Background: an optimization exercise with open tools, aiming at small area, a short achievable clock period and few clock cycles. Do not read the settings as production practice.
Where RTL was checked, it was by simulation tests only, not by an equivalence proof against the original.

wip/pepper:
==> flow/design.v <==
`default_nettype none
package dlr_pkg;
  localparam int DEFAULT_FRAC_BITS   = 16;
  localparam int DEFAULT_COORD_BITS  = 14;
  localparam int DEFAULT_QUEUE_DEPTH = 4;
  localparam int CFG_W   = 13;
  localparam int IDX_W   = 24;
  localparam int COLOR_W = 32;
  localparam logic [CFG_W-1:0] RESET_SCREEN_WIDTH  = 13'd1280;
  localparam logic [CFG_W-1:0] RESET_SCREEN_HEIGHT = 13'd720;
  typedef enum logic {
    ACT_START   = 1'b0,
    ACT_ADVANCE = 1'b1
  } action_e;
  typedef enum logic {
    CFG_SCREEN_WIDTH  = 1'b0,
    CFG_SCREEN_HEIGHT = 1'b1
  } cfg_reg_e;
endpackage
`default_nettype wire
`default_nettype none
module dda_line_rasterizer #(
  parameter int FRAC_BITS   = dlr_pkg::DEFAULT_FRAC_BITS,
  parameter int COORD_BITS  = dlr_pkg::DEFAULT_COORD_BITS,
  parameter int QUEUE_DEPTH = dlr_pkg::DEFAULT_QUEUE_DEPTH
) (
  input  wire logic                         clk_i,
  input  wire logic                         rst_ni,
  input  wire logic                         cfg_we_i,
  input  wire logic                         cfg_index_i,
  input  wire logic [dlr_pkg::CFG_W-1:0]    cfg_wdata_i,
  input  wire logic                         in_valid_i,
  output      logic                         in_stall_o,
  input  wire logic                         action_i,
  input  wire logic signed [COORD_BITS-1:0] x_start_i,
  input  wire logic signed [COORD_BITS-1:0] y_start_i,
  input  wire logic signed [COORD_BITS-1:0] x_end_i,
  input  wire logic signed [COORD_BITS-1:0] y_end_i,
  input  wire logic [dlr_pkg::COLOR_W-1:0]  line_color_i,
  output      logic                         out_valid_o,
  input  wire logic                         out_stall_i,
  output      logic signed [COORD_BITS-1:0] pixel_x_o,
  output      logic signed [COORD_BITS-1:0] pixel_y_o,
  output      logic [dlr_pkg::IDX_W-1:0]    pixel_addr_o,
  output      logic [dlr_pkg::COLOR_W-1:0]  pixel_color_o,
  output      logic                         write_enable_o,
  output      logic                         last_pixel_o
);
  localparam int CRW     = 5;                        
  localparam int CR_STOP = (1 << CRW) - 3;           
  localparam int PH_RDY  = 19;                       
  logic [12:0] w_q, h_q;
  always_ff @(posedge clk_i or negedge rst_ni) begin
    if (!rst_ni) begin
      w_q <= dlr_pkg::RESET_SCREEN_WIDTH;
      h_q <= dlr_pkg::RESET_SCREEN_HEIGHT;
    end else if (cfg_we_i) begin
      if (cfg_index_i) h_q <= cfg_wdata_i;
      else             w_q <= cfg_wdata_i;
    end
  end
  logic            in_stall_q;
  logic            ir_v;                  
  logic            n_v;                   
  logic            a_act;                 
  logic            a_first;               
  logic [CRW-1:0]  cr_n, cr_a;            
  logic [4:0]      n_ph;                  
  logic signed [13:0] ir_xs, ir_ys, ir_xe, ir_ye;
  logic [31:0]        ir_col;
  logic signed [13:0] n_xs, n_ys;
  logic [31:0]        n_col;
  logic [14:0]        n_ra, n_rb;         
  logic               n_sx, n_sy, n_xmaj;
  logic [16:0]        n_q;                
  logic [23:0]        n_acc;              
  logic signed [13:0] a_x, a_y;           
  logic [23:0]        a_yw;               
  logic [15:0]        a_g;                
  logic               a_mv;               
  logic               a_tie;              
  logic [13:0]        a_cnt;              
  logic               a_lst;              
  logic [15:0]        a_qx;               
  logic               a_cin, a_neg, a_sx, a_sy, a_xmaj;
  logic acc_w, st_w, adv_w;
  assign in_stall_o = in_stall_q;
  assign acc_w = in_valid_i & ~in_stall_q;
  assign st_w  = acc_w & ~action_i;
  assign adv_w = acc_w & action_i;
  always_ff @(posedge clk_i) begin
    if (!ir_v) begin
      ir_xs  <= x_start_i;
      ir_ys  <= y_start_i;
      ir_xe  <= x_end_i;
      ir_ye  <= y_end_i;
      ir_col <= line_color_i;
    end
  end
  logic        n_rdy, ld;
  logic        n_neg;
  logic [15:0] n_qx;
  logic        n_cin;
  logic [14:0] dx_w, dy_w, rem2;
  logic        ge;
  logic        wbit_q;
  assign n_rdy = (n_ph == 5'(PH_RDY));
  assign ld    = ir_v & ~n_v & ~(a_act & a_first);
  assign n_neg = n_xmaj ? n_sy : n_sx;
  assign n_qx  = n_q[16:1];
  assign n_cin = n_q[0];
  assign dx_w = {ir_xe[13], ir_xe} - {ir_xs[13], ir_xs};
  assign dy_w = {ir_ye[13], ir_ye} - {ir_ys[13], ir_ys};
  assign rem2 = {n_rb[13:0], 1'b0};
  logic [15:0] diff;
  assign diff = {1'b0, rem2} - {2'b00, n_ra[13:0]};
  assign ge   = ~diff[15];
  always_ff @(posedge clk_i) begin
    if (ld) begin
      n_ph  <= '0;
      n_xs  <= ir_xs;
      n_ys  <= ir_ys;
      n_col <= ir_col;
      n_ra  <= dx_w;
      n_rb  <= dy_w;
      n_acc <= '0;
      wbit_q <= w_q[12];
    end else begin
      if (!n_rdy) n_ph <= n_ph + 5'd1;
      if (n_ph <= 5'd12) begin
        n_acc <= {n_acc[22:0], 1'b0} + (wbit_q ? {{10{n_ys[13]}}, n_ys} : 24'd0);
      end
      wbit_q <= (n_ph <= 5'd11) ? w_q[4'(5'd11 - n_ph)] : 1'b0;
      if (n_ph == 5'd0) begin
        n_sx <= n_ra[14];
        n_sy <= n_rb[14];
        n_ra <= n_ra[14] ? -n_ra : n_ra;
        n_rb <= n_rb[14] ? -n_rb : n_rb;
      end else if (n_ph == 5'd1) begin
        n_xmaj <= (n_ra >= n_rb);
        n_ra   <= (n_ra >= n_rb) ? n_ra : n_rb;
        n_rb   <= (n_ra >= n_rb) ? n_rb : n_ra;
      end else if (!n_rdy) begin
        n_rb <= ge ? {1'b0, diff[13:0]} : rem2;
        n_q  <= {n_q[15:0], ge ^ n_neg};    
      end
    end
  end
  logic        b_free, a_emit, a_last, newer, aband, load_sel, a_en, xfer;
  logic [15:0] g_in, q_in;
  logic        c_in, neg_in;
  logic [17:0] gsum_x;
  logic [16:0] gsum;
  logic [24:0] yw_x;
  logic        r_le0, r_le1, r_neg, r_nxt_le0, tie_nxt;
  logic signed [13:0] a_min;
  logic [23:0] yw_plus;
  logic signed [13:0] x_out, y_out;
  logic        vis;
  logic [23:0] addr_w;
  logic signed [13:0] x_step, y_step;
  logic [23:0] yw_step;
  logic        y_moves;
  assign b_free   = ~out_valid_o | ~out_stall_i;
  assign a_last   = a_lst;
  assign newer    = n_v | ir_v;
  assign aband    = a_act & (cr_a == '0) & newer;
  assign a_emit   = a_act & (cr_a != '0) & b_free;
  assign load_sel = ~a_act | a_last;
  assign a_en     = a_emit | ~a_act;
  assign xfer     = a_en & load_sel & n_v & n_rdy;
  assign g_in   = load_sel ? 16'h8000 : a_g;
  assign q_in   = load_sel ? n_qx : a_qx;
  assign c_in   = load_sel ? n_cin : a_cin;
  assign neg_in = load_sel ? n_neg : a_neg;
  assign gsum_x = {1'b0, g_in, c_in} + {1'b0, q_in, c_in};
  assign gsum   = gsum_x[17:1];
  assign y_moves = a_xmaj ? a_mv : 1'b1;
  assign x_step  = (a_xmaj | a_mv) ? (a_sx ? a_x - 14'sd1 : a_x + 14'sd1) : a_x;
  assign y_step  = y_moves ? (a_sy ? a_y - 14'sd1 : a_y + 14'sd1) : a_y;
  assign yw_x    = {a_yw, 1'b1} + {({11'd0, w_q} ^ {24{a_sy}}), a_sy};
  assign yw_plus = yw_x[24:1];
  assign yw_step = y_moves ? yw_plus : a_yw;
  assign a_min     = a_xmaj ? a_y : a_x;
  assign r_neg     = a_min[13];
  assign r_le0     = r_neg | (a_min == 14'sd0);
  assign r_le1     = r_le0 | (a_min == 14'sd1);
  assign r_nxt_le0 = a_mv ? (a_neg ? r_le1 : r_neg) : r_le0;
  assign tie_nxt   = (a_g == 16'd0) & r_nxt_le0;
  always_ff @(posedge clk_i) begin
    if (a_en) begin
      if (load_sel) begin
        a_x    <= n_xs;
        a_y    <= n_ys;
        a_yw   <= n_acc;
        a_tie  <= 1'b0;
        a_cnt  <= n_ra[13:0];
        a_lst  <= (n_ra[13:0] == 14'd0);
        a_qx   <= n_qx;
        a_cin  <= n_cin;
        a_neg  <= n_neg;
        a_sx   <= n_sx;
        a_sy   <= n_sy;
        a_xmaj <= n_xmaj;
      end else begin
        a_x    <= x_step;
        a_y    <= y_step;
        a_yw   <= yw_step;
        a_tie  <= tie_nxt;
        a_cnt  <= a_cnt - 14'd1;
        a_lst  <= (a_cnt == 14'd1);
      end
      a_g  <= gsum[15:0];
      a_mv <= gsum[16] ^ neg_in;
    end
  end
  assign x_out = (a_tie & ~a_xmaj) ? a_x - 14'sd1 : a_x;
  assign y_out = (a_tie &  a_xmaj) ? a_y - 14'sd1 : a_y;
  assign vis   = ~a_tie & ~a_x[13] & ~a_y[13] &
                 (a_x[12:0] < w_q) & (a_y[12:0] < h_q);
  assign addr_w = vis ? (a_yw + {11'd0, a_x[12:0]}) : 24'd0;
  always_ff @(posedge clk_i) begin
    if (a_emit) begin
      pixel_x_o      <= x_out;
      pixel_y_o      <= y_out;
      pixel_addr_o   <= addr_w;
      write_enable_o <= vis;
      last_pixel_o   <= a_last;
      if (a_first) pixel_color_o <= n_col;
    end
  end
  logic            n_v_d, ir_v_d;
  logic [CRW-1:0]  cr_n_d, cr_a_d;
  logic            adv_n, adv_a;
  assign adv_n  = adv_w & n_v;
  assign adv_a  = adv_w & ~n_v & a_act;
  assign n_v_d  = (n_v & ~xfer) | ld;
  assign ir_v_d = (ir_v & ~ld) | st_w;
  logic [CRW-1:0]  cr_n_p1, cr_a_p1, cr_a_m1;
  assign cr_n_p1 = cr_n + CRW'(1);
  assign cr_a_p1 = cr_a + CRW'(1);
  assign cr_a_m1 = cr_a - CRW'(1);
  always_comb begin
    if (xfer)                  cr_a_d = adv_n ? cr_n_p1 : cr_n;
    else if ((a_en & load_sel) | aband) cr_a_d = '0;
    else if (adv_a & ~a_emit)  cr_a_d = cr_a_p1;
    else if (a_emit & ~adv_a)  cr_a_d = cr_a_m1;
    else                       cr_a_d = cr_a;
    cr_n_d = (xfer | ld) ? '0 : (adv_n ? cr_n_p1 : cr_n);
  end
  always_ff @(posedge clk_i or negedge rst_ni) begin
    if (!rst_ni) begin
      in_stall_q  <= 1'b0;
      ir_v        <= 1'b0;
      n_v         <= 1'b0;
      a_act       <= 1'b0;
      a_first     <= 1'b0;
      cr_n        <= '0;
      cr_a        <= '0;
      out_valid_o <= 1'b0;
    end else begin
      ir_v        <= ir_v_d;
      n_v         <= n_v_d;
      cr_n        <= cr_n_d;
      cr_a        <= cr_a_d;
      in_stall_q  <= ir_v_d | (n_v ? (cr_n >= CRW'(CR_STOP)) : (cr_a >= CRW'(CR_STOP)));
      out_valid_o <= a_emit | (out_valid_o & out_stall_i);
      if (a_en & load_sel) begin
        a_act   <= n_v & n_rdy;
        a_first <= 1'b1;
      end else if (aband) begin
        a_act   <= 1'b0;
      end else if (a_emit) begin
        a_first <= 1'b0;
      end
    end
  end
endmodule
`default_nettype wire
==> flow/config.mk <==
export PLATFORM = sky130hd
export DESIGN_NAME = dda_line_rasterizer
export DESIGN_NICKNAME = dda_line_rasterizer
export VERILOG_FILES = /design/flow/design.v
export SDC_FILE = /design/flow/constraint.sdc
export NUM_CORES = 4
export LEC_CHECK = 0
export CAP_MARGIN = 20
export CORE_MARGIN = 2
export CORE_UTILIZATION = 40
export CTS_CLUSTER_DIAMETER = 120
export CTS_CLUSTER_SIZE = 24
export SETUP_SLACK_MARGIN = 5
export SLEW_MARGIN = 20
==> flow/constraint.sdc <==
create_clock -name core_clock -period 8.0 [get_ports {clk_i}]
set_input_delay 1.6000 -clock core_clock [delete_from_list [all_inputs] [get_ports {clk_i}]]
set_output_delay 1.6000 -clock core_clock [all_outputs]
set_load 0.01 [all_outputs]
standard.sh (not shown) runs the stock make flow with config.mk's settings and CLKGATE_MAP_FILE= SYNTH_SCRIPT=/design/flow/synth_recipe.tcl, a recipe that flattens the netlist after the stock synthesis.
==> flow/flow/run.sh <==
#!/bin/bash
# Standard layout, with the port buffers chosen explicitly.
export BUFFER_PORTS_ARGS="-buffer_cell sky130_fd_sc_hd__buf_1"
bash standard.sh > standard.log 2>&1
Testbench counts of wip/pepper, summed over its fixed seeds: cycles 107,989.
--- input diff wip/pepper..wip/tundra ---
-- flow/design.v --
<<< wip/pepper, line 74
  logic               n_sx, n_sy, n_xmaj;
  logic [16:0]        n_q;                
  logic [23:0]        n_acc;              
  logic signed [13:0] a_x, a_y;           
  logic [23:0]        a_yw;               
>>> wip/tundra, line 74
  logic               n_sx, n_sy, n_xmaj;
  logic [16:0]        n_q;                
  logic [27:0]        n_acc;              
  logic signed [13:0] a_x, a_y;           
  logic [23:0]        a_yw;               
<<< wip/pepper, line 105
  logic        ge;
  logic        wbit_q;
  assign n_rdy = (n_ph == 5'(PH_RDY));
  assign ld    = ir_v & ~n_v & ~(a_act & a_first);
  assign n_neg = n_xmaj ? n_sy : n_sx;
>>> wip/tundra, line 105
  logic        ge;
  logic        wbit_q;
  logic [14:0] mul_s;
  assign n_rdy = (n_ph == 5'(PH_RDY));
  assign mul_s = n_acc[27:13] + (wbit_q ? {n_ys[13], n_ys} : 15'd0);
  assign ld    = ir_v & ~n_v & ~(a_act & a_first);
  assign n_neg = n_xmaj ? n_sy : n_sx;
<<< wip/pepper, line 125
      n_rb  <= dy_w;
      n_acc <= '0;
      wbit_q <= w_q[12];
    end else begin
      if (!n_rdy) n_ph <= n_ph + 5'd1;
      if (n_ph <= 5'd12) begin
        n_acc <= {n_acc[22:0], 1'b0} + (wbit_q ? {{10{n_ys[13]}}, n_ys} : 24'd0);
      end
      wbit_q <= (n_ph <= 5'd11) ? w_q[4'(5'd11 - n_ph)] : 1'b0;
      if (n_ph == 5'd0) begin
        n_sx <= n_ra[14];
>>> wip/tundra, line 127
      n_rb  <= dy_w;
      n_acc <= '0;
      wbit_q <= w_q[0];
    end else begin
      if (!n_rdy) n_ph <= n_ph + 5'd1;
      if (n_ph <= 5'd12) begin
        n_acc <= {mul_s[14], mul_s, n_acc[12:1]};
      end
      wbit_q <= (n_ph <= 5'd11) ? w_q[4'(n_ph + 5'd1)] : 1'b0;
      if (n_ph == 5'd0) begin
        n_sx <= n_ra[14];
<<< wip/pepper, line 156
  logic signed [13:0] a_min;
  logic [23:0] yw_plus;
  logic signed [13:0] x_out, y_out;
  logic        vis;
  logic [23:0] addr_w;
>>> wip/tundra, line 158
  logic signed [13:0] a_min;
  logic [23:0] yw_plus;
  logic signed [13:0] x_out, y_out, minor_dec;
  logic        vis;
  logic [23:0] addr_w;
<<< wip/pepper, line 193
        a_x    <= n_xs;
        a_y    <= n_ys;
        a_yw   <= n_acc;
        a_tie  <= 1'b0;
        a_cnt  <= n_ra[13:0];
>>> wip/tundra, line 195
        a_x    <= n_xs;
        a_y    <= n_ys;
        a_yw   <= n_acc[23:0];
        a_tie  <= 1'b0;
        a_cnt  <= n_ra[13:0];
<<< wip/pepper, line 215
    end
  end
  assign x_out = (a_tie & ~a_xmaj) ? a_x - 14'sd1 : a_x;
  assign y_out = (a_tie &  a_xmaj) ? a_y - 14'sd1 : a_y;
  assign vis   = ~a_tie & ~a_x[13] & ~a_y[13] &
                 (a_x[12:0] < w_q) & (a_y[12:0] < h_q);
>>> wip/tundra, line 217
    end
  end
  assign minor_dec = a_min - 14'sd1;
  assign x_out = (a_tie & ~a_xmaj) ? minor_dec : a_x;
  assign y_out = (a_tie &  a_xmaj) ? minor_dec : a_y;
  assign vis   = ~a_tie & ~a_x[13] & ~a_y[13] &
                 (a_x[12:0] < w_q) & (a_y[12:0] < h_q);
Results
Per the comparison of wip/tundra with wip/pepper, worst hold slack dropped 0.0036 ns, via count dropped 3.3%, number of sequential cells in the layout climbed 0.65%.
Against wip/pepper, wip/tundra comes in 11% higher on sequential power.
Final period demand of the worst path (higher): wip/tundra
From wip/pepper to wip/tundra the numbers moved as follows: vertical die dimension now sits lower; first-pass GRT wire length went down 5.3 mm.
For wip/tundra, only the layout was checked, not whether the RTL still works.

## what the ideal ports hide
No port has a modelled driver above. Below, the same layouts with a new extraction and two added sets of constraints.
Step 1, drivers: a clkbuf_16 drives clk_i and a buf_2 each remaining input, both assumed.
Step 2 moves the port delays by t, midway between the first and last clock arrival at a register: inputs arrive t later, outputs are due t later. That takes back most of the time a late clock gives input paths.
Slacks: no drivers / after step 1 / after step 2; pairs: no drivers / after step 1.
| run | shift t [ns] | setup slack, ns | worst register clock-pin slew, ns |
|---|---|---|---|
| wip/pepper | 0.655 | 5.068 / 5.062 / 4.465 | 0.10 / 0.10 |
| wip/tundra | 0.645 | 4.833 / 4.833 / 4.456 | 0.11 / 0.11 |
After both steps setup and hold are still met in every run listed. For wip/pepper, which loses most, drivers alone change the setup slack by -0.006 ns; drivers and shift together by -0.603 ns.
